This design comes from an exercise in tuning for small area, a short achievable clock period and few clock cycles on the open sky130 flow, not from production work. At most, simulation tests tie the RTL to the original design; equivalence was not proved. Power and IR drop assume default switching activity.

==> flow/design.v (excerpt) <==
module ppm_p6_top
(
    input  logic        clk,
    input  logic        rst_n,
    input  logic        in_valid,
    output logic        in_stall,
    input  logic [7:0]  in_byte,
    input  logic        in_eos,
    output logic        out_valid,
    input  logic        out_stall,
    output logic [2:0]  out_kind,
    output logic [7:0]  out_red,
    output logic [7:0]  out_green,
    output logic [7:0]  out_blue,
    output logic [15:0] out_column,
    output logic [15:0] out_row,
    output logic [15:0] out_width,
    output logic [15:0] out_height,
    output logic        out_last,
    input  logic        cfg_write,
    input  logic        cfg_index,
    input  logic [15:0] cfg_data
);
Size in the first run: ~1200 cells after synthesis, roughly 240 flip-flops.
clock: 5.0 ns
lec_check: 0
cap_margin: 20
core_margin: 2
core_utilization: 40
place_density: 0.6
setup_slack_margin: 2.8
slew_margin: 20
run.sh (not shown) runs the stock make flow with config.mk's settings and CLKGATE_MAP_FILE= SYNTH_SCRIPT=/design/flow/synth_recipe.tcl, a recipe that flattens the netlist after the stock synthesis.
The baseline produced a clean layout.
Then changed:
--- a/flow/design.v
+++ b/flow/design.v
@@ -65,17 +65,16 @@
     logic [7:0]  ir_b;
     logic        ir_eos;
     logic        ir_sep;        
     logic        ir_hash;
     logic        ir_digit;
     logic        ir_ns;         
     logic        ir_res;        
     logic        ir_pix;        
-    logic        ir_tc;         
     logic        ir_wbad;       
     logic        ir_hbad;
     logic        stall_reg;
     logic [1:0]  phase_reg;
     logic [1:0]  tok_reg;
     logic        comment_reg;
     logic [1:0]  magic_reg;
     logic        ovf_reg;
@@ -96,18 +95,18 @@
     logic        s_dbl;
     logic [23:0] s_rgb;
     logic        o_v;
     logic [2:0]  o_kind;
     logic        o_last;
     logic [23:0] o_rgb;
     logic [15:0] o_col;
     logic [15:0] o_row;
-    logic        o_hdr;         
-    logic        hdr_pend;      
+    logic [15:0] o_w;
+    logic [15:0] o_h;
     logic [7:0]  c;
     logic        pen;
     logic        eos;
     logic        skip, tokp, pixp, fin;
     logic        t_char, t_first, t_close, t_sign;
     logic        c_start, c_end;
     logic        acc_digit, acc_clear;
     logic        hdr_close;
@@ -192,27 +191,26 @@
             comp_n = {1'b0, ir_hash};
         else if (pixp)
             comp_n = (comp_reg == 2'd2) ? 2'd0 : comp_reg + 2'd1;
     end
     logic        tokp_d;
     logic [1:0]  tok_d;
     logic        comp2_d;
     logic        in_sep, in_hash, in_digit;
-    logic        ns_new, res_new, pix_new, tc_new;
+    logic        ns_new, res_new, pix_new;
     assign tokp_d  = pen ? t_char || (tokp && !eos && !ir_sep) : tokp;
     assign tok_d   = pen ? tok_n : tok_reg;
     assign comp2_d = pen ? (pixp && !eos && comp_reg == 2'd1) : (comp_reg == 2'd2);
     assign in_hash = (in_byte == CHAR_HASH);
     assign in_sep  = (in_byte == 8'h20) || (in_byte >= 8'h09 && in_byte <= 8'h0D) || in_hash;
     assign in_digit = (in_byte[7:4] == 4'h3) && (in_byte[3:0] <= 4'd9);
     assign pix_new = !in_eos && comp2_d;
     assign ns_new  = in_eos || (tokp_d && in_sep) || comp2_d;
     assign res_new = pix_new || (!in_eos && tokp_d && in_sep && tok_d == 2'd3);
-    assign tc_new  = !in_eos && tokp_d && in_sep && (tok_d == 2'd1 || tok_d == 2'd2);
     logic        r_put;
     logic        take;
     logic        o_free;
     logic        o_en;
     logic        s_v_n;
     logic        o_v_n;
     logic        s_pix;
     logic        e_pix;
@@ -233,56 +231,49 @@
     assign e_hdr  = (e_kind == KIND_HEADER);
     assign adv    = o_free && (s_v ? s_pix : (pen && ir_pix));
     assign s_v_n  = (s_v || r_put) && !o_free;
     assign o_v_n  = o_free ? (s_v || r_put) : 1'b1;
     logic in_fire;
     logic ir_v_n;
     logic ns_d;
     logic pix_d;
-    logic tc_d;
-    logic hdr_pend_n;
     assign in_fire = in_valid && !stall_reg;
     assign ir_v_n  = in_fire || (ir_v && !pen);
     assign ns_d    = in_fire ? ns_new : ir_ns;
     assign pix_d   = in_fire ? pix_new : ir_pix;
-    assign tc_d    = in_fire ? tc_new : ir_tc;
-    assign hdr_pend_n = (r_put && r_kind == KIND_HEADER) || (hdr_pend && !(take && o_hdr));
     always_ff @(posedge clk or negedge rst_n)
     begin
         if (!rst_n)
         begin
             ir_v      <= 1'b0;
             stall_reg <= 1'b0;
             s_v       <= 1'b0;
             o_v       <= 1'b0;
-            hdr_pend  <= 1'b0;
         end
         else
         begin
             ir_v      <= ir_v_n;
-            stall_reg <= ir_v_n && ((ns_d && s_v_n) || (pix_d && s_v) || (tc_d && hdr_pend_n));
+            stall_reg <= ir_v_n && ((ns_d && s_v_n) || (pix_d && s_v));
             s_v       <= s_v_n;
             o_v       <= o_v_n;
-            hdr_pend  <= hdr_pend_n;
         end
     end
     always_ff @(posedge clk)
     begin
         if (!stall_reg)
         begin
             ir_b     <= in_byte;
             ir_eos   <= in_eos;
             ir_sep   <= in_sep;
             ir_hash  <= in_hash;
             ir_digit <= in_digit;
             ir_ns    <= ns_new;
             ir_res   <= res_new;
             ir_pix   <= pix_new;
-            ir_tc    <= tc_new;
             ir_wbad  <= (width_reg == 16'd0) || (width_reg > max_width_reg);
             ir_hbad  <= (height_reg == 16'd0) || (height_reg > max_height_reg);
         end
         if (r_put)
         begin
             s_kind <= r_kind;
             s_dbl  <= r_dbl;
             s_rgb  <= ir_pix ? {red_reg, green_reg, c} : 24'd0;
@@ -291,26 +282,28 @@
         begin
             if (o_v && !o_last)
             begin
                 o_kind <= (o_kind == KIND_PIXEL) ? KIND_DONE : KIND_TRUNCATED;
                 o_last <= 1'b1;
                 o_rgb  <= 24'd0;
                 o_col  <= 16'd0;
                 o_row  <= 16'd0;
-                o_hdr  <= 1'b0;
+                o_w    <= 16'd0;
+                o_h    <= 16'd0;
             end
             else
             begin
                 o_kind <= e_kind;
                 o_last <= !e_dbl;
                 o_rgb  <= e_rgb;
                 o_col  <= e_pix ? col_reg : 16'd0;
                 o_row  <= e_pix ? row_reg : 16'd0;
-                o_hdr  <= e_hdr;
+                o_w    <= e_hdr ? width_reg  : 16'd0;
+                o_h    <= e_hdr ? height_reg : 16'd0;
             end
         end
     end
     always_ff @(posedge clk or negedge rst_n)
     begin
         if (!rst_n)
         begin
             phase_reg    <= PH_SKIP;
@@ -406,18 +399,18 @@
     assign in_stall   = stall_reg;
     assign out_valid  = o_v;
     assign out_kind   = o_kind;
     assign out_red    = o_rgb[23:16];
     assign out_green  = o_rgb[15:8];
     assign out_blue   = o_rgb[7:0];
     assign out_column = o_col;
     assign out_row    = o_row;
-    assign out_width  = o_hdr ? width_reg  : 16'd0;
-    assign out_height = o_hdr ? height_reg : 16'd0;
+    assign out_width  = o_w;
+    assign out_height = o_h;
     assign out_last   = o_last;
 endmodule
 module ppm_p6_top
 (
     input  logic        clk,
     input  logic        rst_n,
     input  logic        in_valid,
     output logic        in_stall,
Result: Total power goes up by 13%; cell area goes up by 4.3%; maximum frequency rose by about 10%; sequential power is higher by about 16%; worst setup slack improves by 0.23 ns; synthesized area rose by 5.8%; utilization shrinks by 1.0 points; non-clock buffer count grows by 14; wire length shrinks by 2.0%; register-to-register slack is better by 0.15 ns; die area grows by 5.7%; clock power climbs by about 7%.
Testbench counts after the change, summed over its fixed seeds: cycles 66,959.
For the first run of this note, only the layout was checked, not whether the RTL still works.

separate check: timing with driven ports:
How much do the figures lean on ideal ports? The routed layouts below were timed once more, with nothing changed but the port constraints. Step 1, drivers: a clkbuf_16 drives clk and a buf_2 each remaining input, both assumed. Step 2 moves the port delays by t, midway between the first and last clock arrival at a register: inputs arrive t later, outputs are due t later. That takes back most of the time a late clock gives input paths. Three values: no drivers, after step 1, after step 2; two values: the first two.
| run | shift t [ns] | setup WS [ns] | hold WS [ns] |
|---|---|---|---|
| the first run | 0.584 | 2.511 / 2.463 / 2.192 | 0.500 / 0.500 / 0.500 |
| the second run | 0.600 | 2.741 / 2.741 / 2.236 | 0.507 / 0.507 / 0.507 |
After both steps setup and hold are still met in every run listed. The setup slack of the second run, which loses most, moves by 0.000 ns with the drivers and by -0.505 ns with both steps.
